Source: an optimization exercise on an open RTL-to-GDS flow (aim: small area, a short achievable clock period and few clock cycles). Production flows keep margins and buffers that such runs may drop.
In this exercise RTL edits were held to simulation tests only and were not proved equivalent to the original.

## flow/design.v (module list and top-level ports; edited modules follow where they fit)
// module ntt_pe_core: 261 lines
// module ntt_mul13x13: 440 lines
// module ntt_mul14x14: 378 lines
// module ntt_mul14x13l: 299 lines
module ntt_pe_core #(
  parameter int DATA_SIZE_ARB = 13,
  parameter int RING_SIZE     = 16
) (
  input  logic                         clk,
  input  logic                         reset,
  input  logic                         valid,
  input  logic [DATA_SIZE_ARB-1:0]     din,
  input  logic [DATA_SIZE_ARB-1:0]     q,
  input  logic [DATA_SIZE_ARB-1:0]     twiddle_i,
  output logic [$clog2(RING_SIZE)-1:0] tw_addr,
  output logic                         busy,
  output logic [DATA_SIZE_ARB-1:0]     dout,
  output logic                         dout_valid,
  output logic                         done
);
  // ...
==> flow/run.sh <==
#!/bin/bash
# synth_recipe.tcl (not shown) runs the flow's synth.tcl, then flattens the netlist and writes it again
# the make line also repeats each setting of config.mk as NAME=value (left out here)
make -C /OpenROAD-flow-scripts/flow DESIGN_CONFIG=/design/flow/config.mk WORK_HOME=/design/flow/orfs CLKGATE_MAP_FILE= SYNTH_SCRIPT=/design/flow/synth_recipe.tcl finish
==> flow/config.mk <==
export PLATFORM = sky130hd
export DESIGN_NAME = ntt_pe_core
export DESIGN_NICKNAME = ntt_pe_core
export VERILOG_FILES = /design/flow/design.v
export SDC_FILE = /design/flow/constraint.sdc
export NUM_CORES = 4
export LEC_CHECK = 0
export CAP_MARGIN = 20
export CORE_MARGIN = 2
export CORE_UTILIZATION = 60
export CTS_BUF_LIST = sky130_fd_sc_hd__clkbuf_8
export CTS_CLUSTER_SIZE = 30
export SLEW_MARGIN = 20
==> flow/constraint.sdc <==
create_clock -name core_clock -period 100.0 [get_ports {clk}]
set_input_delay 20.0000 -clock core_clock [delete_from_list [all_inputs] [get_ports {clk}]]
set_output_delay 20.0000 -clock core_clock [all_outputs]
set_load 0.01 [all_outputs]
==> metrics.md, run 1 <==
| Metric | Value |
|---|---|
| FFs & Latches | `slightly below 600` |
| Initial antenna violation count | `4` |
| Status | `finished clean` |
| Critical path type | `reg -> out` |
| Area contributors post-synth | `edfxtp_1, fa_1, dfxtp_1` |
| 1st-iter DRT viols | `3296` |
| Biggest regs | `d1 (104), dl8 (104)` |
| Critical Path Sink | `busy` |
| Hold Path Class | `reg -> reg` |
| Min-Delay Path Depth | `0` |
| Critical path depth | `1` |
| Inverters | `~520` |
| Final core occ | `between 60% and 70%` |
| Critical path arrival | `between 1.5 and 2 ns` |
| Relative slew slack | `roughly a fifth` |
| Largest cell class by area | `multi-input combinational cells` |
| Fraction of area in multi-input gates | `52.5%` |
| Via/cell ratio | `between 5 and 6` |
| Worst r2r src | `tw_r[4]$_DFF_P_` |
| Worst r2r dst | `mr[1]$_DFF_P_` |
| Required time of the critical path | `around 80 ns` |
| GRT busiest layer | `met2` |
| DRT Pass-1 Iters | `9` |
Testbench counts, summed over its fixed seeds: cycles 3,424.
==> module ntt_pe_core, before the edit <==
module ntt_pe_core #(
  parameter int DATA_SIZE_ARB = 13,
  parameter int RING_SIZE     = 16
) (
  input  logic                         clk,
  input  logic                         reset,
  input  logic                         valid,
  input  logic [DATA_SIZE_ARB-1:0]     din,
  input  logic [DATA_SIZE_ARB-1:0]     q,
  input  logic [DATA_SIZE_ARB-1:0]     twiddle_i,
  output logic [$clog2(RING_SIZE)-1:0] tw_addr,
  output logic                         busy,
  output logic [DATA_SIZE_ARB-1:0]     dout,
  output logic                         dout_valid,
  output logic                         done
);
  localparam int W = 13;
  logic [W-1:0] q_in;
  logic [W-1:0] qr;
  assign qr = q_in;
  logic [W-1:0] qm;
  function automatic logic [W+1:0] rca(input logic [W:0] x, input logic [W:0] y, input logic cin);
    logic c;
    c = cin;
    for (int i = 0; i <= W; i++) begin
      rca[i] = x[i] ^ y[i] ^ c;
      c      = (x[i] & y[i]) | (c & (x[i] ^ y[i]));
    end
    rca[W+1] = c;
  endfunction
  function automatic logic [W-1:0] madd(input logic [W-1:0] a, input logic [W-1:0] b,
                                        input logic [W-1:0] m);
    logic [W+1:0] s, t;
    s = rca({1'b0, a}, {1'b0, b}, 1'b0);
    t = rca(s[W:0], ~{1'b0, m}, 1'b1);
    madd = t[W+1] ? t[W-1:0] : s[W-1:0];
  endfunction
  function automatic logic [W-1:0] msub(input logic [W-1:0] a, input logic [W-1:0] b,
                                        input logic [W-1:0] m);
    logic [W+1:0] d, e;
    d = rca({1'b0, a}, ~{1'b0, b}, 1'b1);
    e = rca(d[W:0], {1'b0, m}, 1'b0);
    msub = d[W+1] ? d[W-1:0] : e[W-1:0];
  endfunction
  logic [W-1:0] ma, mr, tw_r;
  logic [12:0]  mu;      
  logic [25:0]  bp;
  logic [14:0]  bt;
  logic [27:0]  bq2;
  ntt_mul13x13  u_m1 (.a(ma), .b(tw_r), .p(bp));
  ntt_mul14x14  u_m2 (.a(bp[25:12]), .b({1'b1, mu}), .p(bq2));
  ntt_mul14x13l u_m3 (.a(bq2[27:14]), .b(qm), .p(bt));
  logic [14:0]  br0, br1;
  logic [15:0]  bs1, bs2;
  logic [W-1:0] bres;
  always_comb begin
    br0  = bp[14:0] - bt;
    bs1  = {1'b0, br0} - {2'b0, qm, 1'b0};
    br1  = bs1[15] ? br0 : bs1[14:0];
    bs2  = {1'b0, br1} - {3'b0, qm};
    bres = bs2[15] ? br1[W-1:0] : bs2[W-1:0];
  end
  logic [3:0]   cnt_in;    
  logic         acc;
  assign acc = valid && !busy;
  logic [W-1:0] xr;        
  logic [W-1:0] xs;        
  logic [W-1:0] d1 [8];    
  logic         ev;        
  logic [3:0]   xi;        
  logic [2:0]   dv_cnt;
  logic         dv_run;
  logic [13:0]  dv_r;
  logic [14:0]  dv_q;
  logic [W-1:0] dv_qn;
  assign qm = dv_qn;
  logic [3:0]   zq;
  logic [14:0]  dv_t1, dv_t2;
  logic [13:0]  dv_r1;
  always_comb begin
    zq = 4'd0;
    for (int i = 0; i < W; i++) if (qr[i]) zq = 4'(12 - i);
    dv_t1 = rca({dv_r, 1'b0}, ~{1'b0, dv_qn}, 1'b1) ^ 15'h4000;   
    dv_r1 = dv_t1[14] ? {dv_r[12:0], 1'b0} : dv_t1[13:0];
    dv_t2 = rca({dv_r1, 1'b0}, ~{1'b0, dv_qn}, 1'b1) ^ 15'h4000;
  end
  always_ff @(posedge clk) begin
    xr   <= din;
    q_in <= q;
    if (ev) begin
      d1[0] <= xs;
      for (int i = 1; i < 8; i++) d1[i] <= d1[i-1];
    end
  end
  always_ff @(posedge clk) begin
    if (!reset) begin
      dv_run <= 1'b0;
      dv_cnt <= 3'd0;
    end else if (ev && xi == 4'd0) begin
      dv_run <= 1'b1;
      dv_cnt <= 3'd0;
    end else if (dv_run) begin
      dv_cnt <= dv_cnt + 3'd1;
      if (dv_cnt == 3'd7) dv_run <= 1'b0;
    end
  end
  always_ff @(posedge clk) begin
    dv_qn <= qr << zq;
    if (dv_run && dv_cnt == 3'd0) begin
      dv_r  <= 14'd8192 - {1'b0, dv_qn};
      dv_q  <= 15'd1;
    end else begin
      dv_r <= dv_t2[14] ? {dv_r1[12:0], 1'b0} : dv_t2[13:0];
      dv_q <= {dv_q[12:0], !dv_t1[14], !dv_t2[14]};
    end
    if (dv_run && dv_cnt == 3'd7) begin
      mu <= {dv_q[11:0], !dv_t1[14]};
    end
  end
  logic         e1;        
  logic [2:0]   n1;
  logic [W-1:0] s1, dd1;   
  logic [W-1:0] p2, q2;    
  logic         mv1, mv2;  
  logic [2:0]   nm1, nm2;
  logic [W-1:0] p2d, q2d;  
  assign e1  = ev && xi[3];
  assign n1  = xi[2:0];
  logic [W-1:0] rp [4], rq [4], rpd [4], rqd [4];
  logic [4:0]   tau;       
  logic [4:0]   oc;        
  logic [1:0]   gsel;      
  logic [W-1:0] e0, e1v, e2v, e3v, f0, f1, ua, ub, ox, ox8, f2;
  logic [W-1:0] g1, g3, dq;
  logic [W-1:0] dl8 [8];
  logic         e2s, e2d;  
  logic [W-1:0] xa, xb;
  assign e2s = e1 && n1[2];
  assign e2d = mv2 && nm2[2];
  always_comb begin
    xs  = xr << zq;
    gsel = 2'(tau - 5'd6);
    case (gsel)
      2'd0: begin e0 = rp[3];  e1v = rp[2];  e2v = rp[1];  e3v = rp[0];  end
      2'd1: begin e0 = rpd[3]; e1v = rpd[2]; e2v = rpd[1]; e3v = rpd[0]; end
      2'd2: begin e0 = rq[3];  e1v = rq[2];  e2v = rq[1];  e3v = rq[0];  end
      default: begin e0 = rqd[3]; e1v = rqd[1]; e2v = rqd[0]; e3v = mr; end
    endcase
    xa = e2d ? rpd[3] : (tau == 5'd11) ? rqd[2] : e0;
    xb = e2d ? mr : (tau == 5'd11) ? rqd[0] : e2v;
    f0 = madd(xa, xb, qm);
    f2 = msub(xa, xb, qm);
    f1 = madd(e1 ? d1[7] : e1v, e1 ? xs : e3v, qm);
    s1 = f1;
    ua = e2s ? rp[3] : (tau >= 5'd10) ? e0 : f0;
    ub = e2s ? s1 : (tau >= 5'd10) ? mr : f1;
    ox  = madd(ua, ub, qm);
    ox8 = msub(ua, ub, qm);
    p2  = ox;
    q2  = ox8;
    p2d = f0;
    q2d = f2;
    case (2'(tau - 5'd8))
      2'd0: begin g1 = rp[2];  g3 = rp[0];  end
      2'd1: begin g1 = rpd[2]; g3 = rpd[0]; end
      default: begin g1 = rq[2];  g3 = rq[0];  end
    endcase
    dq  = msub(e1 ? d1[7] : g1, e1 ? xs : g3, qm);
    dd1 = dq;
  end
  function automatic logic [3:0] tw_of(input logic [4:0] t);
    case (t)
      5'd1, 5'd4: tw_of = 4'd2;
      5'd2, 5'd5: tw_of = 4'd4;
      5'd3, 5'd6: tw_of = 4'd6;
      default:    tw_of = 4'd4;
    endcase
  endfunction
  always_ff @(posedge clk) begin
    tw_r <= twiddle_i;
    mr   <= bres;
    if (e1) begin
      for (int i = 1; i < 4; i++) rp[i] <= rp[i-1];
      rp[0] <= e2s ? p2 : s1;
    end
    if (e2s) begin
      for (int i = 1; i < 4; i++) rq[i] <= rq[i-1];
      rq[0] <= q2;
    end else if (tau >= 5'd2 && tau <= 5'd6) begin
      for (int i = 1; i < 3; i++) rq[i] <= rq[i-1];
      rq[0] <= mr;
    end
    if ((e1 && n1 == 3'd0) || mv2) begin
      for (int i = 1; i < 4; i++) rpd[i] <= rpd[i-1];
      rpd[0] <= e2d ? p2d : mv2 ? mr : dd1;
    end
    if (e2d) begin
      for (int i = 1; i < 4; i++) rqd[i] <= rqd[i-1];
      rqd[0] <= q2d;
    end else if (tau >= 5'd5 && tau <= 5'd9) begin
      for (int i = 1; i < 3; i++) rqd[i] <= rqd[i-1];
      rqd[0] <= mr;
    end
    if (e1 && n1 != 3'd0) ma <= dd1;
    else begin
      case (tau)
        5'd2, 5'd3, 5'd4: ma <= rq[2];
        5'd5, 5'd6, 5'd7: ma <= rqd[2];
        5'd11: ma <= f2;
        default: ma <= dq;
      endcase
    end
    case (tau)
      5'd6: rp[3]  <= f2;
      5'd7: rpd[3] <= f2;
      5'd8: rq[3]  <= f2;
      5'd9: rqd[3] <= f2;
      default: ;
    endcase
    dl8[0] <= ox8;
    for (int i = 1; i < 8; i++) dl8[i] <= dl8[i-1];
    dout <= ((oc != 5'd0) ? dl8[7] : ox) >> zq;
  end
  always_ff @(posedge clk) begin
    if (!reset) begin
      cnt_in     <= 4'd0;
      busy       <= 1'b0;
      ev         <= 1'b0;
      xi         <= 4'd0;
      mv1        <= 1'b0;
      mv2        <= 1'b0;
      nm1        <= 3'd0;
      nm2        <= 3'd0;
      tau        <= 5'd0;
      oc         <= 5'd0;
      dout_valid <= 1'b0;
      done       <= 1'b0;
      tw_addr    <= 4'd0;
    end else begin
      ev   <= acc;
      xi   <= cnt_in;
      busy <= acc && cnt_in == 4'd15;
      if (acc) cnt_in <= cnt_in + 4'd1;
      mv1  <= e1 && n1 != 3'd0;
      nm1  <= n1;
      mv2  <= mv1;
      nm2  <= nm1;
      if (ev && xi == 4'd15) tau <= 5'd2;
      else if (tau == 5'd13) tau <= 5'd0;
      else if (tau != 5'd0) tau <= tau + 5'd1;
      if (tau == 5'd13) oc <= 5'd14;
      else if (oc == 5'd21) oc <= 5'd0;
      else if (oc != 5'd0) oc <= oc + 5'd1;
      dout_valid <= (tau >= 5'd6) || (oc != 5'd0);
      done       <= (oc == 5'd21);
      if (ev && xi[3] && xi[2:0] != 3'd7) tw_addr <= 4'(xi[2:0] + 3'd1);
      else if (ev && xi == 4'd15) tw_addr <= tw_of(5'd1);
      else if (tau >= 5'd2 && tau <= 5'd10) tw_addr <= tw_of(tau);
    end
  end
endmodule
==> run 2: changes to the inputs <==
--- a/flow/design.v
+++ b/flow/design.v
@@ -50,15 +50,14 @@
   ntt_mul13x13  u_m1 (.a(ma), .b(tw_r), .p(bp));
   ntt_mul14x14  u_m2 (.a(bp[25:12]), .b({1'b1, mu}), .p(bq2));
   ntt_mul14x13l u_m3 (.a(bq2[27:14]), .b(qm), .p(bt));
-  logic [14:0]  br0, br1;
-  logic [15:0]  bs1, bs2;
+  logic [14:0]  br0;
+  logic [15:0]  br1, br2;
   logic [W-1:0] bres;
   always_comb begin
     br0  = bp[14:0] - bt;
-    bs1  = {1'b0, br0} - {2'b0, qm, 1'b0};
-    br1  = bs1[15] ? br0 : bs1[14:0];
-    bs2  = {1'b0, br1} - {3'b0, qm};
-    bres = bs2[15] ? br1[W-1:0] : bs2[W-1:0];
+    br1  = {1'b0, br0} - {3'b0, qm};
+    br2  = {1'b0, br0} - {2'b0, qm, 1'b0};
+    bres = !br2[15] ? br2[W-1:0] : !br1[15] ? br1[W-1:0] : br0[W-1:0];
   end
   logic [3:0]   cnt_in;    
   logic         acc;
@@ -700,381 +699,354 @@
   assign p = r0 + r1;
 endmodule
 module ntt_mul14x14 (input logic [13:0] a, input logic [13:0] b, output logic [27:0] p);
-  logic pp1, pp2, pp3, pp4, pp5, pp6, pp7, pp8, pp9, pp10, pp11, pp12, pp13, pp14, pp15, pp16, pp17, pp18, pp19, pp20, pp21, pp22, pp23, pp24, pp25, pp26, pp27, pp28, pp29, pp30, pp31, pp32, pp33, pp34, pp35, pp36, pp37, pp38, pp39, pp40, pp41, pp42, pp43, pp44, pp45, pp46, pp47, pp48, pp49, pp50, pp51, pp52, pp53, pp54, pp55, pp56, pp57, pp58, pp59, pp60, pp61, pp62, pp63, pp64, pp65, pp66, pp67, pp68, pp69, pp70, pp71, pp72, pp73, pp74, pp75, pp76, pp77, pp78, pp79, pp80, pp81, pp82, pp83, pp84, pp85, pp86, pp87, pp88, pp89, pp90, pp91, pp92, pp93, pp94, pp95, pp96, pp97, pp98, pp99, pp100, pp101, pp102, pp103, pp104, pp105, pp106, pp107, pp108, pp109, pp110, pp111, pp112, pp113, pp114, pp115, pp116, pp117, pp118, pp119, pp120, pp121, pp122, pp123, pp124, pp125, pp126, pp127, pp128, pp129, pp130, pp131, pp132, pp133, pp134, pp135, pp136, pp137, pp138, pp139, pp140, pp141, s142, c143, s144, c145, s146, c147, s148, c149, s150, c151, s152, c153, s154, c155, s156, c157, s158, c159, s160, c161, s162, c163, s164, c165, s166, c167, s168, c169, s170, c171, s172, c173, s174, c175, s176, c177, s178, c179, s180, c181, s182, c183, s184, c185, s186, c187, s188, c189, s190, c191, s192, c193, s194, c195, s196, c197, s198, c199, s200, c201, s202, c203, s204, c205, s206, c207, s208, c209, s210, c211, s212, c213, s214, c215, s216, c217, s218, c219, s220, c221, s222, c223, s224, c225, s226, c227, s228, c229, s230, c231, s232, c233, s234, c235, s236, c237, s238, c239, s240, c241, s242, c243, s244, c245, s246, c247, s248, c249, s250, c251, s252, c253, s254, c255, s256, c257, s258, c259, s260, c261, s262, c263, s264, c265, s266, c267, s268, c269, s270, c271, s272, c273, s274, c275, s276, c277, s278, c279, s280, c281, s282, c283, s284, c285, s286, c287, s288, c289, s290, c291, s292, c293, s294, c295, s296, c297, s298, c299, s300, c301, s302, c303, s304, c305, s306, c307, s308, c309, s310, c311, s312, c313, s314, c315, s316, c317, s318, c319, s320, c321, s322, c323, s324, c325, s326, c327, s328, c329, s330, c331, s332, c333, s334, c335, s336, c337, s338, c339, s340, c341, s342, c343, s344, c345, s346, c347, s348, c349, s350, c351, s352, c353, s354, c355, s356, c357, s358, c359, s360, c361, s362, c363, s364, c365, s366, c367, s368, c369, s370, c371;
-  assign pp1 = a[0] & b[10];
-  assign pp2 = a[0] & b[11];
-  assign pp3 = a[0] & b[12];
-  assign pp4 = a[0];
-  assign pp5 = a[1] & b[9];
-  assign pp6 = a[1] & b[10];
-  assign pp7 = a[1] & b[11];
-  assign pp8 = a[1] & b[12];
-  assign pp9 = a[1];
-  assign pp10 = a[2] & b[8];
-  assign pp11 = a[2] & b[9];
-  assign pp12 = a[2] & b[10];
-  assign pp13 = a[2] & b[11];
-  assign pp14 = a[2] & b[12];
-  assign pp15 = a[2];
-  assign pp16 = a[3] & b[7];
-  assign pp17 = a[3] & b[8];
-  assign pp18 = a[3] & b[9];
-  assign pp19 = a[3] & b[10];
-  assign pp20 = a[3] & b[11];
-  assign pp21 = a[3] & b[12];
-  assign pp22 = a[3];
-  assign pp23 = a[4] & b[6];
-  assign pp24 = a[4] & b[7];
-  assign pp25 = a[4] & b[8];
-  assign pp26 = a[4] & b[9];
-  assign pp27 = a[4] & b[10];
-  assign pp28 = a[4] & b[11];
-  assign pp29 = a[4] & b[12];
-  assign pp30 = a[4];
-  assign pp31 = a[5] & b[5];
-  assign pp32 = a[5] & b[6];
-  assign pp33 = a[5] & b[7];
-  assign pp34 = a[5] & b[8];
-  assign pp35 = a[5] & b[9];
-  assign pp36 = a[5] & b[10];
-  assign pp37 = a[5] & b[11];
-  assign pp38 = a[5] & b[12];
-  assign pp39 = a[5];
-  assign pp40 = a[6] & b[4];
-  assign pp41 = a[6] & b[5];
-  assign pp42 = a[6] & b[6];
-  assign pp43 = a[6] & b[7];
-  assign pp44 = a[6] & b[8];
-  assign pp45 = a[6] & b[9];
-  assign pp46 = a[6] & b[10];
-  assign pp47 = a[6] & b[11];
-  assign pp48 = a[6] & b[12];
-  assign pp49 = a[6];
-  assign pp50 = a[7] & b[3];
-  assign pp51 = a[7] & b[4];
-  assign pp52 = a[7] & b[5];
-  assign pp53 = a[7] & b[6];
-  assign pp54 = a[7] & b[7];
-  assign pp55 = a[7] & b[8];
-  assign pp56 = a[7] & b[9];
-  assign pp57 = a[7] & b[10];
-  assign pp58 = a[7] & b[11];
-  assign pp59 = a[7] & b[12];
-  assign pp60 = a[7];
-  assign pp61 = a[8] & b[2];
-  assign pp62 = a[8] & b[3];
-  assign pp63 = a[8] & b[4];
-  assign pp64 = a[8] & b[5];
-  assign pp65 = a[8] & b[6];
-  assign pp66 = a[8] & b[7];
-  assign pp67 = a[8] & b[8];
-  assign pp68 = a[8] & b[9];
-  assign pp69 = a[8] & b[10];
-  assign pp70 = a[8] & b[11];
-  assign pp71 = a[8] & b[12];
-  assign pp72 = a[8];
-  assign pp73 = a[9] & b[1];
-  assign pp74 = a[9] & b[2];
-  assign pp75 = a[9] & b[3];
-  assign pp76 = a[9] & b[4];
-  assign pp77 = a[9] & b[5];
-  assign pp78 = a[9] & b[6];
-  assign pp79 = a[9] & b[7];
-  assign pp80 = a[9] & b[8];
-  assign pp81 = a[9] & b[9];
-  assign pp82 = a[9] & b[10];
-  assign pp83 = a[9] & b[11];
-  assign pp84 = a[9] & b[12];
-  assign pp85 = a[9];
-  assign pp86 = a[10] & b[0];
-  assign pp87 = a[10] & b[1];
-  assign pp88 = a[10] & b[2];
-  assign pp89 = a[10] & b[3];
-  assign pp90 = a[10] & b[4];
-  assign pp91 = a[10] & b[5];
-  assign pp92 = a[10] & b[6];
-  assign pp93 = a[10] & b[7];
-  assign pp94 = a[10] & b[8];
-  assign pp95 = a[10] & b[9];
-  assign pp96 = a[10] & b[10];
-  assign pp97 = a[10] & b[11];
-  assign pp98 = a[10] & b[12];
-  assign pp99 = a[10];
-  assign pp100 = a[11] & b[0];
-  assign pp101 = a[11] & b[1];
-  assign pp102 = a[11] & b[2];
-  assign pp103 = a[11] & b[3];
-  assign pp104 = a[11] & b[4];
-  assign pp105 = a[11] & b[5];
-  assign pp106 = a[11] & b[6];
-  assign pp107 = a[11] & b[7];
-  assign pp108 = a[11] & b[8];
-  assign pp109 = a[11] & b[9];
-  assign pp110 = a[11] & b[10];
-  assign pp111 = a[11] & b[11];
-  assign pp112 = a[11] & b[12];
-  assign pp113 = a[11];
-  assign pp114 = a[12] & b[0];
-  assign pp115 = a[12] & b[1];
-  assign pp116 = a[12] & b[2];
-  assign pp117 = a[12] & b[3];
-  assign pp118 = a[12] & b[4];
-  assign pp119 = a[12] & b[5];
-  assign pp120 = a[12] & b[6];
-  assign pp121 = a[12] & b[7];
-  assign pp122 = a[12] & b[8];
-  assign pp123 = a[12] & b[9];
-  assign pp124 = a[12] & b[10];
-  assign pp125 = a[12] & b[11];
-  assign pp126 = a[12] & b[12];
-  assign pp127 = a[12];
-  assign pp128 = a[13] & b[0];
-  assign pp129 = a[13] & b[1];
-  assign pp130 = a[13] & b[2];
-  assign pp131 = a[13] & b[3];
-  assign pp132 = a[13] & b[4];
-  assign pp133 = a[13] & b[5];
-  assign pp134 = a[13] & b[6];
-  assign pp135 = a[13] & b[7];
-  assign pp136 = a[13] & b[8];
-  assign pp137 = a[13] & b[9];
-  assign pp138 = a[13] & b[10];
-  assign pp139 = a[13] & b[11];
-  assign pp140 = a[13] & b[12];
-  assign pp141 = a[13];
-  assign s142 = pp4 ^ pp8;
-  assign c143 = pp4 & pp8;
-  assign s144 = pp9 ^ pp14;
-  assign c145 = pp9 & pp14;
-  assign s146 = pp1 ^ pp5 ^ pp10;
-  assign c147 = (pp1 & pp5) | (pp1 & pp10) | (pp5 & pp10);
-  assign s148 = pp2 ^ pp6 ^ pp11;
-  assign c149 = (pp2 & pp6) | (pp2 & pp11) | (pp6 & pp11);
-  assign s150 = pp17 ^ pp24 ^ pp32;
-  assign c151 = (pp17 & pp24) | (pp17 & pp32) | (pp24 & pp32);
-  assign s152 = pp3 ^ pp7 ^ pp12;
-  assign c153 = (pp3 & pp7) | (pp3 & pp12) | (pp7 & pp12);
-  assign s154 = pp18 ^ pp25 ^ pp33;
-  assign c155 = (pp18 & pp25) | (pp18 & pp33) | (pp25 & pp33);
-  assign s156 = pp42 ^ pp52 ^ pp63;
-  assign c157 = (pp42 & pp52) | (pp42 & pp63) | (pp52 & pp63);
-  assign s158 = pp13 ^ pp19 ^ pp26;
-  assign c159 = (pp13 & pp19) | (pp13 & pp26) | (pp19 & pp26);
-  assign s160 = pp34 ^ pp43 ^ pp53;
-  assign c161 = (pp34 & pp43) | (pp34 & pp53) | (pp43 & pp53);
-  assign s162 = pp64 ^ pp76 ^ pp89;
-  assign c163 = (pp64 & pp76) | (pp64 & pp89) | (pp76 & pp89);
-  assign s164 = pp102 ^ pp115;
-  assign c165 = pp102 & pp115;
-  assign s166 = pp20 ^ pp27 ^ pp35;
-  assign c167 = (pp20 & pp27) | (pp20 & pp35) | (pp27 & pp35);
-  assign s168 = pp44 ^ pp54 ^ pp65;
-  assign c169 = (pp44 & pp54) | (pp44 & pp65) | (pp54 & pp65);
-  assign s170 = pp77 ^ pp90 ^ pp103;
-  assign c171 = (pp77 & pp90) | (pp77 & pp103) | (pp90 & pp103);
-  assign s172 = pp116 ^ pp129 ^ c143;
-  assign c173 = (pp116 & pp129) | (pp116 & c143) | (pp129 & c143);
-  assign s174 = pp15 ^ pp21 ^ pp28;
-  assign c175 = (pp15 & pp21) | (pp15 & pp28) | (pp21 & pp28);
-  assign s176 = pp36 ^ pp45 ^ pp55;
-  assign c177 = (pp36 & pp45) | (pp36 & pp55) | (pp45 & pp55);
-  assign s178 = pp66 ^ pp78 ^ pp91;
-  assign c179 = (pp66 & pp78) | (pp66 & pp91) | (pp78 & pp91);
-  assign s180 = pp104 ^ pp117 ^ pp130;
-  assign c181 = (pp104 & pp117) | (pp104 & pp130) | (pp117 & pp130);
-  assign s182 = pp22 ^ pp29 ^ pp37;
-  assign c183 = (pp22 & pp29) | (pp22 & pp37) | (pp29 & pp37);
-  assign s184 = pp46 ^ pp56 ^ pp67;
-  assign c185 = (pp46 & pp56) | (pp46 & pp67) | (pp56 & pp67);
-  assign s186 = pp79 ^ pp92 ^ pp105;
-  assign c187 = (pp79 & pp92) | (pp79 & pp105) | (pp92 & pp105);
-  assign s188 = pp30 ^ pp38 ^ pp47;
-  assign c189 = (pp30 & pp38) | (pp30 & pp47) | (pp38 & pp47);
-  assign s190 = pp57 ^ pp68 ^ pp80;
-  assign c191 = (pp57 & pp68) | (pp57 & pp80) | (pp68 & pp80);
-  assign s192 = pp39 ^ pp48 ^ pp58;
-  assign c193 = (pp39 & pp48) | (pp39 & pp58) | (pp48 & pp58);
-  assign s194 = pp16 ^ pp23 ^ pp31;
-  assign c195 = (pp16 & pp23) | (pp16 & pp31) | (pp23 & pp31);
-  assign s196 = pp40 ^ pp50;
-  assign c197 = pp40 & pp50;
-  assign s198 = pp41 ^ pp51 ^ pp62;
-  assign c199 = (pp41 & pp51) | (pp41 & pp62) | (pp51 & pp62);
-  assign s200 = pp74 ^ pp87 ^ pp100;
-  assign c201 = (pp74 & pp87) | (pp74 & pp100) | (pp87 & pp100);
-  assign s202 = c147 ^ s148;
-  assign c203 = c147 & s148;
-  assign s204 = pp75 ^ pp88 ^ pp101;
-  assign c205 = (pp75 & pp88) | (pp75 & pp101) | (pp88 & pp101);
-  assign s206 = pp114 ^ c149 ^ c151;
-  assign c207 = (pp114 & c149) | (pp114 & c151) | (c149 & c151);
-  assign s208 = s152 ^ s154 ^ s156;
-  assign c209 = (s152 & s154) | (s152 & s156) | (s154 & s156);
-  assign s210 = pp128 ^ s142 ^ c153;
-  assign c211 = (pp128 & s142) | (pp128 & c153) | (s142 & c153);
-  assign s212 = c155 ^ c157 ^ s158;
-  assign c213 = (c155 & c157) | (c155 & s158) | (c157 & s158);
-  assign s214 = s160 ^ s162 ^ s164;
-  assign c215 = (s160 & s162) | (s160 & s164) | (s162 & s164);
-  assign s216 = s144 ^ c159 ^ c161;
-  assign c217 = (s144 & c159) | (s144 & c161) | (c159 & c161);
-  assign s218 = c163 ^ c165 ^ s166;
-  assign c219 = (c163 & c165) | (c163 & s166) | (c165 & s166);
-  assign s220 = s168 ^ s170 ^ s172;
-  assign c221 = (s168 & s170) | (s168 & s172) | (s170 & s172);
-  assign s222 = c145 ^ c167 ^ c169;
-  assign c223 = (c145 & c167) | (c145 & c169) | (c167 & c169);
-  assign s224 = c171 ^ c173 ^ s174;
-  assign c225 = (c171 & c173) | (c171 & s174) | (c173 & s174);
-  assign s226 = s176 ^ s178 ^ s180;
-  assign c227 = (s176 & s178) | (s176 & s180) | (s178 & s180);
-  assign s228 = pp118 ^ pp131 ^ c175;
-  assign c229 = (pp118 & pp131) | (pp118 & c175) | (pp131 & c175);
-  assign s230 = c177 ^ c179 ^ c181;
-  assign c231 = (c177 & c179) | (c177 & c181) | (c179 & c181);
-  assign s232 = s182 ^ s184 ^ s186;
-  assign c233 = (s182 & s184) | (s182 & s186) | (s184 & s186);
-  assign s234 = pp93 ^ pp106 ^ pp119;
-  assign c235 = (pp93 & pp106) | (pp93 & pp119) | (pp106 & pp119);
-  assign s236 = pp132 ^ c183 ^ c185;
-  assign c237 = (pp132 & c183) | (pp132 & c185) | (c183 & c185);
-  assign s238 = c187 ^ s188 ^ s190;
-  assign c239 = (c187 & s188) | (c187 & s190) | (s188 & s190);
-  assign s240 = pp69 ^ pp81 ^ pp94;
-  assign c241 = (pp69 & pp81) | (pp69 & pp94) | (pp81 & pp94);
-  assign s242 = pp107 ^ pp120 ^ pp133;
-  assign c243 = (pp107 & pp120) | (pp107 & pp133) | (pp120 & pp133);
-  assign s244 = c189 ^ c191 ^ s192;
-  assign c245 = (c189 & c191) | (c189 & s192) | (c191 & s192);
-  assign s246 = pp49 ^ pp59 ^ pp70;
-  assign c247 = (pp49 & pp59) | (pp49 & pp70) | (pp59 & pp70);
-  assign s248 = pp82 ^ pp95 ^ pp108;
-  assign c249 = (pp82 & pp95) | (pp82 & pp108) | (pp95 & pp108);
-  assign s250 = pp121 ^ pp134 ^ c193;
-  assign c251 = (pp121 & pp134) | (pp121 & c193) | (pp134 & c193);
-  assign s252 = pp60 ^ pp71 ^ pp83;
-  assign c253 = (pp60 & pp71) | (pp60 & pp83) | (pp71 & pp83);
-  assign s254 = pp96 ^ pp109 ^ pp122;
-  assign c255 = (pp96 & pp109) | (pp96 & pp122) | (pp109 & pp122);
-  assign s256 = pp72 ^ pp84 ^ pp97;
-  assign c257 = (pp72 & pp84) | (pp72 & pp97) | (pp84 & pp97);
-  assign s258 = pp61 ^ pp73 ^ pp86;
-  assign c259 = (pp61 & pp73) | (pp61 & pp86) | (pp73 & pp86);
-  assign s260 = s150 ^ c195 ^ c197;
-  assign c261 = (s150 & c195) | (s150 & c197) | (c195 & c197);
-  assign s262 = s198 ^ s200;
-  assign c263 = s198 & s200;
-  assign s264 = c199 ^ c201 ^ c203;
-  assign c265 = (c199 & c201) | (c199 & c203) | (c201 & c203);
-  assign s266 = s204 ^ s206 ^ s208;
-  assign c267 = (s204 & s206) | (s204 & s208) | (s206 & s208);
-  assign s268 = c205 ^ c207 ^ c209;
-  assign c269 = (c205 & c207) | (c205 & c209) | (c207 & c209);
-  assign s270 = s210 ^ s212 ^ s214;
-  assign c271 = (s210 & s212) | (s210 & s214) | (s212 & s214);
-  assign s272 = c211 ^ c213 ^ c215;
-  assign c273 = (c211 & c213) | (c211 & c215) | (c213 & c215);
-  assign s274 = s216 ^ s218 ^ s220;
-  assign c275 = (s216 & s218) | (s216 & s220) | (s218 & s220);
-  assign s276 = c217 ^ c219 ^ c221;
-  assign c277 = (c217 & c219) | (c217 & c221) | (c219 & c221);
-  assign s278 = s222 ^ s224 ^ s226;
-  assign c279 = (s222 & s224) | (s222 & s226) | (s224 & s226);
-  assign s280 = c223 ^ c225 ^ c227;
-  assign c281 = (c223 & c225) | (c223 & c227) | (c225 & c227);
-  assign s282 = s228 ^ s230 ^ s232;
-  assign c283 = (s228 & s230) | (s228 & s232) | (s230 & s232);
-  assign s284 = c229 ^ c231 ^ c233;
-  assign c285 = (c229 & c231) | (c229 & c233) | (c231 & c233);
-  assign s286 = s234 ^ s236 ^ s238;
-  assign c287 = (s234 & s236) | (s234 & s238) | (s236 & s238);
-  assign s288 = c235 ^ c237 ^ c239;
-  assign c289 = (c235 & c237) | (c235 & c239) | (c237 & c239);
-  assign s290 = s240 ^ s242 ^ s244;
-  assign c291 = (s240 & s242) | (s240 & s244) | (s242 & s244);
-  assign s292 = c241 ^ c243 ^ c245;
-  assign c293 = (c241 & c243) | (c241 & c245) | (c243 & c245);
-  assign s294 = s246 ^ s248 ^ s250;
-  assign c295 = (s246 & s248) | (s246 & s250) | (s248 & s250);
-  assign s296 = pp135 ^ c247 ^ c249;
-  assign c297 = (pp135 & c247) | (pp135 & c249) | (c247 & c249);
-  assign s298 = c251 ^ s252 ^ s254;
-  assign c299 = (c251 & s252) | (c251 & s254) | (s252 & s254);
-  assign s300 = pp110 ^ pp123 ^ pp136;
-  assign c301 = (pp110 & pp123) | (pp110 & pp136) | (pp123 & pp136);
-  assign s302 = c253 ^ c255 ^ s256;
-  assign c303 = (c253 & c255) | (c253 & s256) | (c255 & s256);
-  assign s304 = pp85 ^ pp98 ^ pp111;
-  assign c305 = (pp85 & pp98) | (pp85 & pp111) | (pp98 & pp111);
-  assign s306 = pp124 ^ pp137 ^ c257;
-  assign c307 = (pp124 & pp137) | (pp124 & c257) | (pp137 & c257);
-  assign s308 = pp99 ^ pp112 ^ pp125;
-  assign c309 = (pp99 & pp112) | (pp99 & pp125) | (pp112 & pp125);
-  assign s310 = s146 ^ s194;
-  assign c311 = s146 & s194;
-  assign s312 = s202 ^ c259 ^ s260;
-  assign c313 = (s202 & c259) | (s202 & s260) | (c259 & s260);
-  assign s314 = c261 ^ c263 ^ s264;
-  assign c315 = (c261 & c263) | (c261 & s264) | (c263 & s264);
-  assign s316 = c265 ^ c267 ^ s268;
-  assign c317 = (c265 & c267) | (c265 & s268) | (c267 & s268);
-  assign s318 = c269 ^ c271 ^ s272;
-  assign c319 = (c269 & c271) | (c269 & s272) | (c271 & s272);
-  assign s320 = c273 ^ c275 ^ s276;
-  assign c321 = (c273 & c275) | (c273 & s276) | (c275 & s276);
-  assign s322 = c277 ^ c279 ^ s280;
-  assign c323 = (c277 & c279) | (c277 & s280) | (c279 & s280);
-  assign s324 = c281 ^ c283 ^ s284;
-  assign c325 = (c281 & c283) | (c281 & s284) | (c283 & s284);
-  assign s326 = c285 ^ c287 ^ s288;
-  assign c327 = (c285 & c287) | (c285 & s288) | (c287 & s288);
-  assign s328 = c289 ^ c291 ^ s292;
-  assign c329 = (c289 & c291) | (c289 & s292) | (c291 & s292);
-  assign s330 = c293 ^ c295 ^ s296;
-  assign c331 = (c293 & c295) | (c293 & s296) | (c295 & s296);
-  assign s332 = c297 ^ c299 ^ s300;
-  assign c333 = (c297 & c299) | (c297 & s300) | (c299 & s300);
-  assign s334 = c301 ^ c303 ^ s304;
-  assign c335 = (c301 & c303) | (c301 & s304) | (c303 & s304);
-  assign s336 = pp138 ^ c305 ^ c307;
-  assign c337 = (pp138 & c305) | (pp138 & c307) | (c305 & c307);
-  assign s338 = pp113 ^ pp126 ^ pp139;
-  assign c339 = (pp113 & pp126) | (pp113 & pp139) | (pp126 & pp139);
-  assign s340 = s196 ^ s258;
-  assign c341 = s196 & s258;
-  assign s342 = s262 ^ c311 ^ s312;
-  assign c343 = (s262 & c311) | (s262 & s312) | (c311 & s312);
-  assign s344 = s266 ^ c313 ^ s314;
-  assign c345 = (s266 & c313) | (s266 & s314) | (c313 & s314);
-  assign s346 = s270 ^ c315 ^ s316;
-  assign c347 = (s270 & c315) | (s270 & s316) | (c315 & s316);
-  assign s348 = s274 ^ c317 ^ s318;
-  assign c349 = (s274 & c317) | (s274 & s318) | (c317 & s318);
-  assign s350 = s278 ^ c319 ^ s320;
-  assign c351 = (s278 & c319) | (s278 & s320) | (c319 & s320);
-  assign s352 = s282 ^ c321 ^ s322;
-  assign c353 = (s282 & c321) | (s282 & s322) | (c321 & s322);
-  assign s354 = s286 ^ c323 ^ s324;
-  assign c355 = (s286 & c323) | (s286 & s324) | (c323 & s324);
-  assign s356 = s290 ^ c325 ^ s326;
-  assign c357 = (s290 & c325) | (s290 & s326) | (c325 & s326);
-  assign s358 = s294 ^ c327 ^ s328;
-  assign c359 = (s294 & c327) | (s294 & s328) | (c327 & s328);
-  assign s360 = s298 ^ c329 ^ s330;
-  assign c361 = (s298 & c329) | (s298 & s330) | (c329 & s330);
-  assign s362 = s302 ^ c331 ^ s332;
-  assign c363 = (s302 & c331) | (s302 & s332) | (c331 & s332);
-  assign s364 = s306 ^ c333 ^ s334;
-  assign c365 = (s306 & c333) | (s306 & s334) | (c333 & s334);
-  assign s366 = s308 ^ c335 ^ s336;
-  assign c367 = (s308 & c335) | (s308 & s336) | (c335 & s336);
-  assign s368 = c309 ^ c337 ^ s338;
-  assign c369 = (c309 & c337) | (c309 & s338) | (c337 & s338);
-  assign s370 = pp127 ^ pp140 ^ c339;
-  assign c371 = (pp127 & pp140) | (pp127 & c339) | (pp140 & c339);
+  logic pp1, pp2, pp3, pp4, pp5, pp6, pp7, pp8, pp9, pp10, pp11, pp12, pp13, pp14, pp15, pp16, pp17, pp18, pp19, pp20, pp21, pp22, pp23, pp24, pp25, pp26, pp27, pp28, pp29, pp30, pp31, pp32, pp33, pp34, pp35, pp36, pp37, pp38, pp39, pp40, pp41, pp42, pp43, pp44, pp45, pp46, pp47, pp48, pp49, pp50, pp51, pp52, pp53, pp54, pp55, pp56, pp57, pp58, pp59, pp60, pp61, pp62, pp63, pp64, pp65, pp66, pp67, pp68, pp69, pp70, pp71, pp72, pp73, pp74, pp75, pp76, pp77, pp78, pp79, pp80, pp81, pp82, pp83, pp84, pp85, pp86, pp87, pp88, pp89, pp90, pp91, pp92, pp93, pp94, pp95, pp96, pp97, pp98, pp99, pp100, pp101, pp102, pp103, pp104, pp105, pp106, pp107, pp108, pp109, pp110, pp111, pp112, pp113, pp114, pp115, pp116, pp117, pp118, pp119, pp120, pp121, pp122, pp123, pp124, pp125, pp126, pp127, pp128, pp129, pp130, s131, c132, s133, c134, s135, c136, s137, c138, s139, c140, s141, c142, s143, c144, s145, c146, s147, c148, s149, c150, s151, c152, s153, c154, s155, c156, s157, c158, s159, c160, s161, c162, s163, c164, s165, c166, s167, c168, s169, c170, s171, c172, s173, c174, s175, c176, s177, c178, s179, c180, s181, c182, s183, c184, s185, c186, s187, c188, s189, c190, s191, c192, s193, c194, s195, c196, s197, c198, s199, c200, s201, c202, s203, c204, s205, c206, s207, c208, s209, c210, s211, c212, s213, c214, s215, c216, s217, c218, s219, c220, s221, c222, s223, c224, s225, c226, s227, c228, s229, c230, s231, c232, s233, c234, s235, c236, s237, c238, s239, c240, s241, c242, s243, c244, s245, c246, s247, c248, s249, c250, s251, c252, s253, c254, s255, c256, s257, c258, s259, c260, s261, c262, s263, c264, s265, c266, s267, c268, s269, c270, s271, c272, s273, c274, s275, c276, s277, c278, s279, c280, s281, c282, s283, c284, s285, c286, s287, c288, s289, c290, s291, c292, s293, c294, s295, c296, s297, c298, s299, c300, s301, c302, s303, c304, s305, c306, s307, c308, s309, c310, s311, c312, s313, c314, s315, c316, s317, c318, s319, c320, s321, c322, s323, c324, s325, c326, s327, c328, s329, c330, s331, c332, s333, c334, s335, c336, s337, c338, s339, c340, s341, c342, s343, c344;
+  assign pp1 = a[0] & b[11];
+  assign pp2 = a[0] & b[12];
+  assign pp3 = a[0];
+  assign pp4 = a[1] & b[10];
+  assign pp5 = a[1] & b[11];
+  assign pp6 = a[1] & b[12];
+  assign pp7 = a[1];
+  assign pp8 = a[2] & b[9];
+  assign pp9 = a[2] & b[10];
+  assign pp10 = a[2] & b[11];
+  assign pp11 = a[2] & b[12];
+  assign pp12 = a[2];
+  assign pp13 = a[3] & b[8];
+  assign pp14 = a[3] & b[9];
+  assign pp15 = a[3] & b[10];
+  assign pp16 = a[3] & b[11];
+  assign pp17 = a[3] & b[12];
+  assign pp18 = a[3];
+  assign pp19 = a[4] & b[7];
+  assign pp20 = a[4] & b[8];
+  assign pp21 = a[4] & b[9];
+  assign pp22 = a[4] & b[10];
+  assign pp23 = a[4] & b[11];
+  assign pp24 = a[4] & b[12];
+  assign pp25 = a[4];
+  assign pp26 = a[5] & b[6];
+  assign pp27 = a[5] & b[7];
+  assign pp28 = a[5] & b[8];
+  assign pp29 = a[5] & b[9];
+  assign pp30 = a[5] & b[10];
+  assign pp31 = a[5] & b[11];
+  assign pp32 = a[5] & b[12];
+  assign pp33 = a[5];
+  assign pp34 = a[6] & b[5];
+  assign pp35 = a[6] & b[6];
+  assign pp36 = a[6] & b[7];
+  assign pp37 = a[6] & b[8];
+  assign pp38 = a[6] & b[9];
+  assign pp39 = a[6] & b[10];
+  assign pp40 = a[6] & b[11];
+  assign pp41 = a[6] & b[12];
+  assign pp42 = a[6];
+  assign pp43 = a[7] & b[4];
+  assign pp44 = a[7] & b[5];
+  assign pp45 = a[7] & b[6];
+  assign pp46 = a[7] & b[7];
+  assign pp47 = a[7] & b[8];
+  assign pp48 = a[7] & b[9];
+  assign pp49 = a[7] & b[10];
+  assign pp50 = a[7] & b[11];
+  assign pp51 = a[7] & b[12];
+  assign pp52 = a[7];
+  assign pp53 = a[8] & b[3];
+  assign pp54 = a[8] & b[4];
+  assign pp55 = a[8] & b[5];
+  assign pp56 = a[8] & b[6];
+  assign pp57 = a[8] & b[7];
+  assign pp58 = a[8] & b[8];
+  assign pp59 = a[8] & b[9];
+  assign pp60 = a[8] & b[10];
+  assign pp61 = a[8] & b[11];
+  assign pp62 = a[8] & b[12];
+  assign pp63 = a[8];
+  assign pp64 = a[9] & b[2];
+  assign pp65 = a[9] & b[3];
+  assign pp66 = a[9] & b[4];
+  assign pp67 = a[9] & b[5];
+  assign pp68 = a[9] & b[6];
+  assign pp69 = a[9] & b[7];
+  assign pp70 = a[9] & b[8];
+  assign pp71 = a[9] & b[9];
+  assign pp72 = a[9] & b[10];
+  assign pp73 = a[9] & b[11];
+  assign pp74 = a[9] & b[12];
+  assign pp75 = a[9];
+  assign pp76 = a[10] & b[1];
+  assign pp77 = a[10] & b[2];
+  assign pp78 = a[10] & b[3];
+  assign pp79 = a[10] & b[4];
+  assign pp80 = a[10] & b[5];
+  assign pp81 = a[10] & b[6];
+  assign pp82 = a[10] & b[7];
+  assign pp83 = a[10] & b[8];
+  assign pp84 = a[10] & b[9];
+  assign pp85 = a[10] & b[10];
+  assign pp86 = a[10] & b[11];
+  assign pp87 = a[10] & b[12];
+  assign pp88 = a[10];
+  assign pp89 = a[11] & b[0];
+  assign pp90 = a[11] & b[1];
+  assign pp91 = a[11] & b[2];
+  assign pp92 = a[11] & b[3];
+  assign pp93 = a[11] & b[4];
+  assign pp94 = a[11] & b[5];
+  assign pp95 = a[11] & b[6];
+  assign pp96 = a[11] & b[7];
+  assign pp97 = a[11] & b[8];
+  assign pp98 = a[11] & b[9];
+  assign pp99 = a[11] & b[10];
+  assign pp100 = a[11] & b[11];
+  assign pp101 = a[11] & b[12];
+  assign pp102 = a[11];
+  assign pp103 = a[12] & b[0];
+  assign pp104 = a[12] & b[1];
+  assign pp105 = a[12] & b[2];
+  assign pp106 = a[12] & b[3];
+  assign pp107 = a[12] & b[4];
+  assign pp108 = a[12] & b[5];
+  assign pp109 = a[12] & b[6];
+  assign pp110 = a[12] & b[7];
+  assign pp111 = a[12] & b[8];
+  assign pp112 = a[12] & b[9];
+  assign pp113 = a[12] & b[10];
+  assign pp114 = a[12] & b[11];
+  assign pp115 = a[12] & b[12];
+  assign pp116 = a[12];
+  assign pp117 = a[13] & b[0];
+  assign pp118 = a[13] & b[1];
+  assign pp119 = a[13] & b[2];
+  assign pp120 = a[13] & b[3];
+  assign pp121 = a[13] & b[4];
+  assign pp122 = a[13] & b[5];
+  assign pp123 = a[13] & b[6];
+  assign pp124 = a[13] & b[7];
+  assign pp125 = a[13] & b[8];
+  assign pp126 = a[13] & b[9];
+  assign pp127 = a[13] & b[10];
+  assign pp128 = a[13] & b[11];
+  assign pp129 = a[13] & b[12];
+  assign pp130 = a[13];
+  assign s131 = pp3 ^ pp6;
+  assign c132 = pp3 & pp6;
+  assign s133 = pp7 ^ pp11;
+  assign c134 = pp7 & pp11;
+  assign s135 = pp1 ^ pp4 ^ pp8;
+  assign c136 = (pp1 & pp4) | (pp1 & pp8) | (pp4 & pp8);
+  assign s137 = pp13 ^ pp19;
+  assign c138 = pp13 & pp19;
+  assign s139 = pp2 ^ pp5 ^ pp9;
+  assign c140 = (pp2 & pp5) | (pp2 & pp9) | (pp5 & pp9);
+  assign s141 = pp14 ^ pp20 ^ pp27;
+  assign c142 = (pp14 & pp20) | (pp14 & pp27) | (pp20 & pp27);
+  assign s143 = pp35 ^ pp44 ^ pp54;
+  assign c144 = (pp35 & pp44) | (pp35 & pp54) | (pp44 & pp54);
+  assign s145 = pp10 ^ pp15 ^ pp21;
+  assign c146 = (pp10 & pp15) | (pp10 & pp21) | (pp15 & pp21);
+  assign s147 = pp28 ^ pp36 ^ pp45;
+  assign c148 = (pp28 & pp36) | (pp28 & pp45) | (pp36 & pp45);
+  assign s149 = pp55 ^ pp66 ^ pp78;
+  assign c150 = (pp55 & pp66) | (pp55 & pp78) | (pp66 & pp78);
+  assign s151 = pp91 ^ pp104;
+  assign c152 = pp91 & pp104;
+  assign s153 = pp16 ^ pp22 ^ pp29;
+  assign c154 = (pp16 & pp22) | (pp16 & pp29) | (pp22 & pp29);
+  assign s155 = pp37 ^ pp46 ^ pp56;
+  assign c156 = (pp37 & pp46) | (pp37 & pp56) | (pp46 & pp56);
+  assign s157 = pp67 ^ pp79 ^ pp92;
+  assign c158 = (pp67 & pp79) | (pp67 & pp92) | (pp79 & pp92);
+  assign s159 = pp105 ^ pp118 ^ c132;
+  assign c160 = (pp105 & pp118) | (pp105 & c132) | (pp118 & c132);
+  assign s161 = pp12 ^ pp17 ^ pp23;
+  assign c162 = (pp12 & pp17) | (pp12 & pp23) | (pp17 & pp23);
+  assign s163 = pp30 ^ pp38 ^ pp47;
+  assign c164 = (pp30 & pp38) | (pp30 & pp47) | (pp38 & pp47);
+  assign s165 = pp57 ^ pp68 ^ pp80;
+  assign c166 = (pp57 & pp68) | (pp57 & pp80) | (pp68 & pp80);
+  assign s167 = pp93 ^ pp106 ^ pp119;
+  assign c168 = (pp93 & pp106) | (pp93 & pp119) | (pp106 & pp119);
+  assign s169 = pp18 ^ pp24 ^ pp31;
+  assign c170 = (pp18 & pp24) | (pp18 & pp31) | (pp24 & pp31);
+  assign s171 = pp39 ^ pp48 ^ pp58;
+  assign c172 = (pp39 & pp48) | (pp39 & pp58) | (pp48 & pp58);
+  assign s173 = pp69 ^ pp81 ^ pp94;
+  assign c174 = (pp69 & pp81) | (pp69 & pp94) | (pp81 & pp94);
+  assign s175 = pp25 ^ pp32 ^ pp40;
+  assign c176 = (pp25 & pp32) | (pp25 & pp40) | (pp32 & pp40);
+  assign s177 = pp49 ^ pp59 ^ pp70;
+  assign c178 = (pp49 & pp59) | (pp49 & pp70) | (pp59 & pp70);
+  assign s179 = pp33 ^ pp41 ^ pp50;
+  assign c180 = (pp33 & pp41) | (pp33 & pp50) | (pp41 & pp50);
+  assign s181 = pp26 ^ pp34 ^ pp43;
+  assign c182 = (pp26 & pp34) | (pp26 & pp43) | (pp34 & pp43);
+  assign s183 = pp53 ^ pp64;
+  assign c184 = pp53 & pp64;
+  assign s185 = pp65 ^ pp77 ^ pp90;
+  assign c186 = (pp65 & pp77) | (pp65 & pp90) | (pp77 & pp90);
+  assign s187 = pp103 ^ c136 ^ c138;
+  assign c188 = (pp103 & c136) | (pp103 & c138) | (c136 & c138);
+  assign s189 = s139 ^ s141;
+  assign c190 = s139 & s141;
+  assign s191 = pp117 ^ s131 ^ c140;
+  assign c192 = (pp117 & s131) | (pp117 & c140) | (s131 & c140);
+  assign s193 = c142 ^ c144 ^ s145;
+  assign c194 = (c142 & c144) | (c142 & s145) | (c144 & s145);
+  assign s195 = s147 ^ s149 ^ s151;
+  assign c196 = (s147 & s149) | (s147 & s151) | (s149 & s151);
+  assign s197 = s133 ^ c146 ^ c148;
+  assign c198 = (s133 & c146) | (s133 & c148) | (c146 & c148);
+  assign s199 = c150 ^ c152 ^ s153;
+  assign c200 = (c150 & c152) | (c150 & s153) | (c152 & s153);
+  assign s201 = s155 ^ s157 ^ s159;
+  assign c202 = (s155 & s157) | (s155 & s159) | (s157 & s159);
+  assign s203 = c134 ^ c154 ^ c156;
+  assign c204 = (c134 & c154) | (c134 & c156) | (c154 & c156);
+  assign s205 = c158 ^ c160 ^ s161;
+  assign c206 = (c158 & c160) | (c158 & s161) | (c160 & s161);
+  assign s207 = s163 ^ s165 ^ s167;
+  assign c208 = (s163 & s165) | (s163 & s167) | (s165 & s167);
+  assign s209 = pp107 ^ pp120 ^ c162;
+  assign c210 = (pp107 & pp120) | (pp107 & c162) | (pp120 & c162);
+  assign s211 = c164 ^ c166 ^ c168;
+  assign c212 = (c164 & c166) | (c164 & c168) | (c166 & c168);
+  assign s213 = s169 ^ s171 ^ s173;
+  assign c214 = (s169 & s171) | (s169 & s173) | (s171 & s173);
+  assign s215 = pp82 ^ pp95 ^ pp108;
+  assign c216 = (pp82 & pp95) | (pp82 & pp108) | (pp95 & pp108);
+  assign s217 = pp121 ^ c170 ^ c172;
+  assign c218 = (pp121 & c170) | (pp121 & c172) | (c170 & c172);
+  assign s219 = c174 ^ s175 ^ s177;
+  assign c220 = (c174 & s175) | (c174 & s177) | (s175 & s177);
+  assign s221 = pp60 ^ pp71 ^ pp83;
+  assign c222 = (pp60 & pp71) | (pp60 & pp83) | (pp71 & pp83);
+  assign s223 = pp96 ^ pp109 ^ pp122;
+  assign c224 = (pp96 & pp109) | (pp96 & pp122) | (pp109 & pp122);
+  assign s225 = c176 ^ c178 ^ s179;
+  assign c226 = (c176 & c178) | (c176 & s179) | (c178 & s179);
+  assign s227 = pp42 ^ pp51 ^ pp61;
+  assign c228 = (pp42 & pp51) | (pp42 & pp61) | (pp51 & pp61);
+  assign s229 = pp72 ^ pp84 ^ pp97;
+  assign c230 = (pp72 & pp84) | (pp72 & pp97) | (pp84 & pp97);
+  assign s231 = pp110 ^ pp123 ^ c180;
+  assign c232 = (pp110 & pp123) | (pp110 & c180) | (pp123 & c180);
+  assign s233 = pp52 ^ pp62 ^ pp73;
+  assign c234 = (pp52 & pp62) | (pp52 & pp73) | (pp62 & pp73);
+  assign s235 = pp85 ^ pp98 ^ pp111;
+  assign c236 = (pp85 & pp98) | (pp85 & pp111) | (pp98 & pp111);
+  assign s237 = pp63 ^ pp74 ^ pp86;
+  assign c238 = (pp63 & pp74) | (pp63 & pp86) | (pp74 & pp86);
+  assign s239 = pp76 ^ pp89 ^ s135;
+  assign c240 = (pp76 & pp89) | (pp76 & s135) | (pp89 & s135);
+  assign s241 = s143 ^ c182 ^ c184;
+  assign c242 = (s143 & c182) | (s143 & c184) | (c182 & c184);
+  assign s243 = s185 ^ s187;
+  assign c244 = s185 & s187;
+  assign s245 = c186 ^ c188 ^ c190;
+  assign c246 = (c186 & c188) | (c186 & c190) | (c188 & c190);
+  assign s247 = s191 ^ s193 ^ s195;
+  assign c248 = (s191 & s193) | (s191 & s195) | (s193 & s195);
+  assign s249 = c192 ^ c194 ^ c196;
+  assign c250 = (c192 & c194) | (c192 & c196) | (c194 & c196);
+  assign s251 = s197 ^ s199 ^ s201;
+  assign c252 = (s197 & s199) | (s197 & s201) | (s199 & s201);
+  assign s253 = c198 ^ c200 ^ c202;
+  assign c254 = (c198 & c200) | (c198 & c202) | (c200 & c202);
+  assign s255 = s203 ^ s205 ^ s207;
+  assign c256 = (s203 & s205) | (s203 & s207) | (s205 & s207);
+  assign s257 = c204 ^ c206 ^ c208;
+  assign c258 = (c204 & c206) | (c204 & c208) | (c206 & c208);
+  assign s259 = s209 ^ s211 ^ s213;
+  assign c260 = (s209 & s211) | (s209 & s213) | (s211 & s213);
+  assign s261 = c210 ^ c212 ^ c214;
+  assign c262 = (c210 & c212) | (c210 & c214) | (c212 & c214);
+  assign s263 = s215 ^ s217 ^ s219;
+  assign c264 = (s215 & s217) | (s215 & s219) | (s217 & s219);
+  assign s265 = c216 ^ c218 ^ c220;
+  assign c266 = (c216 & c218) | (c216 & c220) | (c218 & c220);
+  assign s267 = s221 ^ s223 ^ s225;
+  assign c268 = (s221 & s223) | (s221 & s225) | (s223 & s225);
+  assign s269 = c222 ^ c224 ^ c226;
+  assign c270 = (c222 & c224) | (c222 & c226) | (c224 & c226);
+  assign s271 = s227 ^ s229 ^ s231;
+  assign c272 = (s227 & s229) | (s227 & s231) | (s229 & s231);
+  assign s273 = pp124 ^ c228 ^ c230;
+  assign c274 = (pp124 & c228) | (pp124 & c230) | (c228 & c230);
+  assign s275 = c232 ^ s233 ^ s235;
+  assign c276 = (c232 & s233) | (c232 & s235) | (s233 & s235);
+  assign s277 = pp99 ^ pp112 ^ pp125;
+  assign c278 = (pp99 & pp112) | (pp99 & pp125) | (pp112 & pp125);
+  assign s279 = c234 ^ c236 ^ s237;
+  assign c280 = (c234 & c236) | (c234 & s237) | (c236 & s237);
+  assign s281 = pp75 ^ pp87 ^ pp100;
+  assign c282 = (pp75 & pp87) | (pp75 & pp100) | (pp87 & pp100);
+  assign s283 = pp113 ^ pp126 ^ c238;
+  assign c284 = (pp113 & pp126) | (pp113 & c238) | (pp126 & c238);
+  assign s285 = pp88 ^ pp101 ^ pp114;
+  assign c286 = (pp88 & pp101) | (pp88 & pp114) | (pp101 & pp114);
+  assign s287 = s137 ^ s181;
+  assign c288 = s137 & s181;
+  assign s289 = s189 ^ c240 ^ s241;
+  assign c290 = (s189 & c240) | (s189 & s241) | (c240 & s241);
+  assign s291 = c242 ^ c244 ^ s245;
+  assign c292 = (c242 & c244) | (c242 & s245) | (c244 & s245);
+  assign s293 = c246 ^ c248 ^ s249;
+  assign c294 = (c246 & c248) | (c246 & s249) | (c248 & s249);
+  assign s295 = c250 ^ c252 ^ s253;
+  assign c296 = (c250 & c252) | (c250 & s253) | (c252 & s253);
+  assign s297 = c254 ^ c256 ^ s257;
+  assign c298 = (c254 & c256) | (c254 & s257) | (c256 & s257);
+  assign s299 = c258 ^ c260 ^ s261;
+  assign c300 = (c258 & c260) | (c258 & s261) | (c260 & s261);
+  assign s301 = c262 ^ c264 ^ s265;
+  assign c302 = (c262 & c264) | (c262 & s265) | (c264 & s265);
+  assign s303 = c266 ^ c268 ^ s269;
+  assign c304 = (c266 & c268) | (c266 & s269) | (c268 & s269);
+  assign s305 = c270 ^ c272 ^ s273;
+  assign c306 = (c270 & c272) | (c270 & s273) | (c272 & s273);
+  assign s307 = c274 ^ c276 ^ s277;
+  assign c308 = (c274 & c276) | (c274 & s277) | (c276 & s277);
+  assign s309 = c278 ^ c280 ^ s281;
+  assign c310 = (c278 & c280) | (c278 & s281) | (c280 & s281);
+  assign s311 = pp127 ^ c282 ^ c284;
+  assign c312 = (pp127 & c282) | (pp127 & c284) | (c282 & c284);
+  assign s313 = pp102 ^ pp115 ^ pp128;
+  assign c314 = (pp102 & pp115) | (pp102 & pp128) | (pp115 & pp128);
+  assign s315 = s183 ^ s239;
+  assign c316 = s183 & s239;
+  assign s317 = s243 ^ c288 ^ s289;
+  assign c318 = (s243 & c288) | (s243 & s289) | (c288 & s289);
+  assign s319 = s247 ^ c290 ^ s291;
+  assign c320 = (s247 & c290) | (s247 & s291) | (c290 & s291);
+  assign s321 = s251 ^ c292 ^ s293;
+  assign c322 = (s251 & c292) | (s251 & s293) | (c292 & s293);
+  assign s323 = s255 ^ c294 ^ s295;
+  assign c324 = (s255 & c294) | (s255 & s295) | (c294 & s295);
+  assign s325 = s259 ^ c296 ^ s297;
+  assign c326 = (s259 & c296) | (s259 & s297) | (c296 & s297);
+  assign s327 = s263 ^ c298 ^ s299;
+  assign c328 = (s263 & c298) | (s263 & s299) | (c298 & s299);
+  assign s329 = s267 ^ c300 ^ s301;
+  assign c330 = (s267 & c300) | (s267 & s301) | (c300 & s301);
+  assign s331 = s271 ^ c302 ^ s303;
+  assign c332 = (s271 & c302) | (s271 & s303) | (c302 & s303);
+  assign s333 = s275 ^ c304 ^ s305;
+  assign c334 = (s275 & c304) | (s275 & s305) | (c304 & s305);
+  assign s335 = s279 ^ c306 ^ s307;
+  assign c336 = (s279 & c306) | (s279 & s307) | (c306 & s307);
+  assign s337 = s283 ^ c308 ^ s309;
+  assign c338 = (s283 & c308) | (s283 & s309) | (c308 & s309);
+  assign s339 = s285 ^ c310 ^ s311;
+  assign c340 = (s285 & c310) | (s285 & s311) | (c310 & s311);
+  assign s341 = c286 ^ c312 ^ s313;
+  assign c342 = (c286 & c312) | (c286 & s313) | (c312 & s313);
+  assign s343 = pp116 ^ pp129 ^ c314;
+  assign c344 = (pp116 & pp129) | (pp116 & c314) | (pp129 & c314);
   logic [27:0] r0, r1;
-  assign r0 = {1'b0, pp141, c369, c367, c365, c363, c361, c359, c357, c355, c353, c351, c349, c347, c345, c343, c341, s310, 1'b0, 1'b0, 1'b0, 1'b0, 1'b0, 1'b0, 1'b0, 1'b0, 1'b0, 1'b0};
-  assign r1 = {1'b0, c371, s370, s368, s366, s364, s362, s360, s358, s356, s354, s352, s350, s348, s346, s344, s342, s340, 1'b0, 1'b0, 1'b0, 1'b0, 1'b0, 1'b0, 1'b0, 1'b0, 1'b0, 1'b0};
+  assign r0 = {1'b0, pp130, c342, c340, c338, c336, c334, c332, c330, c328, c326, c324, c322, c320, c318, c316, s287, 1'b0, 1'b0, 1'b0, 1'b0, 1'b0, 1'b0, 1'b0, 1'b0, 1'b0, 1'b0, 1'b0};
+  assign r1 = {1'b0, c344, s343, s341, s339, s337, s335, s333, s331, s329, s327, s325, s323, s321, s319, s317, s315, 1'b0, 1'b0, 1'b0, 1'b0, 1'b0, 1'b0, 1'b0, 1'b0, 1'b0, 1'b0, 1'b0};
   assign p = r0 + r1;
 endmodule
 module ntt_mul14x13l (input logic [13:0] a, input logic [12:0] b, output logic [14:0] p);
==> flow/flow/run.sh (new file) <==
#!/bin/bash
# The standard layout, with a plain buffer (buf_2) on every port instead of the
# delay-cell buffer that buffer_ports picks by itself.
set -euo pipefail
export BUFFER_PORTS_ARGS="-buffer_cell sky130_fd_sc_hd__buf_2"
bash standard.sh > standard_flow.log 2>&1
==> flow/standard.sh (new file) <==
#!/bin/bash
# synth_recipe.tcl (not shown) runs the flow's synth.tcl, then flattens the netlist and writes it again
# the make line also repeats each setting of config.mk as NAME=value (left out here)
make -C /OpenROAD-flow-scripts/flow DESIGN_CONFIG=/design/flow/config.mk WORK_HOME=/design/flow/orfs CLKGATE_MAP_FILE= SYNTH_SCRIPT=/design/flow/synth_recipe.tcl "${@:-finish}"
--- a/flow/config.mk
+++ b/flow/config.mk
@@ -7,7 +7,7 @@
 export LEC_CHECK = 0
 export CAP_MARGIN = 20
 export CORE_MARGIN = 2
-export CORE_UTILIZATION = 60
+export CORE_UTILIZATION = 65
 export CTS_BUF_LIST = sky130_fd_sc_hd__clkbuf_8
 export CTS_CLUSTER_SIZE = 30
 export SLEW_MARGIN = 20
removed: flow/run.sh
==> run 2 against run 1 <==
Effect of this change: global-route usage is 2.9 points higher; first-iteration DRC count is 8.0% lower; sequential cell count stayed put; hold slack better by 0.0058 ns; synthesized cell count is 0.72% higher; routed wire length is 1.9% lower.
==> metrics.md, run 2 <==
| Metric | Value |
|---|---|
| Final setup vio count | `0 (unchanged)` |
| Area contributors post-synth | `edfxtp_1, fa_1, dfxtp_1 (unchanged)` |
| Dpl hpwl | `85000 microns (was 84900 microns)` |
| Full die area | `64700 sq um (was 70400 sq um)` |
| Critical path type | `reg -> out (unchanged)` |
| Initial antenna violation count | `2 (was 4)` |
| Syn Inst Count | `3941 (was 3913)` |
| Post-synth top cells | `inv_1, fa_1, nand2_1 (unchanged)` |
| Buf+Inv Stages, Crit Path | `1 (unchanged)` |
| DRT Pass-1 Iters | `11 (was 9)` |
| Worst r2r dst | `dout[1]$_DFF_P_ (was mr[1]$_DFF_P_)` |
| Biggest regs | `d1 (104), dl8 (104) (unchanged)` |
| Status | `finished clean (unchanged)` |
| Fin Hold WS | `0.323 ns (was 0.317 ns)` |
| Max Freq | `47.2 MHz (was 45.9 MHz)` |
| Worst hold endpoint | `dl8[7][12]$_DFF_P_ (was dl8[4][4]$_DFF_P_)` |
| Hold Path Class | `reg -> reg (unchanged)` |
| Post-CTS Resized | `0 (unchanged)` |
| Clock tree buffer depth | `3 (unchanged)` |
| Reg area | `14800 sq um (unchanged)` |
| Synth warn | `7 (unchanged)` |
| Critical path arrival | `1.20 ns (was 1.79 ns)` |
| Largest delay share family, worst path | `flip-flops (was buffers and inverters)` |
| Relative slew slack | `21.4% (was 21.3%)` |
| Required time of the critical path | `80.00 ns (about the same)` |
| Unrepaired setup endpoints after global routing | `false (unchanged)` |
| Slowest CP cell | `dfxtp_1 (was clkdlybuf4s50_1)` |
| Tot GR Track Use | `36.9% (was 34.0%)` |
| First-pass GRT wire length | `179000 microns (about the same)` |
| Post-CTS setup buffers | `0 (unchanged)` |
| Worst r2r src | `q_in[11]$_DFF_P_ (was tw_r[4]$_DFF_P_)` |
| Min-Delay Path Depth | `0 (unchanged)` |
| Yosys top cell area share | `23.9% (was 23.8%)` |
| Net Count, Synth | `4588 (was 4569)` |
| Number of CTS-inserted buffers | `93 (was 97)` |
| Worst-path cell chain | `buf_2 (was clkdlybuf4s50_1)` |
| Post-Syn Area per Cell | `10.3 sq um (was 10.5 sq um)` |
| DR WL/cell | `23.5 microns (was 23.8 microns)` |
| Most common cell in the netlist | `inv_1 (unchanged)` |
| Vias in the first global route | `31400 (was 30300)` |
| 1st-iter DRT viols | `3031 (was 3296)` |
| Via/cell ratio | `6.10 (was 5.99)` |
| CP endpoint kind | `output pin (unchanged)` |
| Area of the multi-input gates | `23200 sq um (was 23500 sq um)` |
| Reg clk slew, reported paths | `0.06 ns (was 0.07 ns)` |
| Grt total ovfl | `0 (unchanged)` |
## run 2: cell count changes after synthesis, sizes merged, moves of 6 or more
cell	before	now
mux2	59	39
nor3b	10	2
or3b	6	0
fa	473	464
xor2	33	39
mux2i	127	153
and2	273	258
nand2	434	452
inv	522	546
o21ai	203	223
## run 2: cell type report
type / count / area share, %
inverters: 547 / 4.66
diodes: 3 / 0.0170
flip-flops and latches: 579 / 33.7
repair buffers: 124 / 1.79
well taps: 837 / 2.37
clock buffers: 114 / 3.56
multi-input cells: 2622 / 52.6
clock inverters: 62 / 1.30
## run 2: worst max-delay path by stage
stage,endpoint,depth (start not counted),slack (ns),start
after floorplan,cnt_in[3]$_SDFFE_PN0P_,4,79.27,valid
after global placement,cnt_in[3]$_SDFFE_PN0P_,5,79.10,valid
after detailed placement,cnt_in[2]$_SDFFE_PN0P_,5,79.03,valid
after CTS,done,1,78.74,done$_SDFF_PN0_
after global routing,done,1,78.74,done$_SDFF_PN0_
final,done,1,78.80,done$_SDFF_PN0_
## run 2: per-stage QoR
| stage | area [sq um] | setup slack (ns) | util, % | cells |
|---|---|---|---|---|
| floorplan | 40800 | 79.27 | - | 3941 |
| global placement | 41900 | 79.10 | 67.8 | 4708 |
| detailed placement | 41900 | 79.03 | 67.9 | 4709 |
| CTS | 44100 | 78.74 | 71.3 | 4885 |
| global route | 44100 | 78.74 | 71.3 | 4887 |
| finish | 44100 | 78.80 | 71.3 | 4888 |
## run 2: cell families (layout without fill, tap and decap cells)
kind of cell | count (synthesis) | after routing | share of synthesized area, %
AOI/OAI and AO/OA | 656 | 656 | 10.1
DFF | 579 | 579 | 36.4
adders and majority gates | 605 | 605 | 27.1
buffers and inverters | 740 | 847 | 6.86
muxes | 192 | 192 | 4.83
xor gates and xnor gates | 112 | 112 | 2.55
other | 0 | 3 | 0
and+or+nand+nor | 1057 | 1057 | 12.1
## run 2: routing by layer
metal  share of wire, %  global-route usage [%]  routed length, microns  up-vias
li1                   -                       -                       -    13100
met3                9.6                    8.45                   11000      404
met1                 38                    46.9                   43800    14800
met5              0.010                       0                      12        -
met4                5.9                    20.0                    6790        2
met2                 46                    59.0                   53100     1572
Testbench counts of run 2, summed over its fixed seeds: cycles 3,424.

[afterwards: timing with drivers on the ports]
No port has a modelled driver above. Below, the same layouts with a new extraction and two added sets of constraints.
Step 1: set_driving_cell puts a clkbuf_16 on clk and a buf_2 on each other input, an assumption about the parent block.
Step 2, shift: input delay + t, output delay - t, t = (earliest + latest rising clock arrival at the registers) / 2. This alone moves slack from input paths to output paths.
a / b / c = no drivers / after step 1 / after step 2; a / b = the first two.
run	shift t [ns]	slack for setup (ns)
run 1	0.768	78.214 / 78.148 / 78.325
run 2	0.783	78.798 / 78.731 / 79.055
After both steps setup and hold are still met in every run listed.
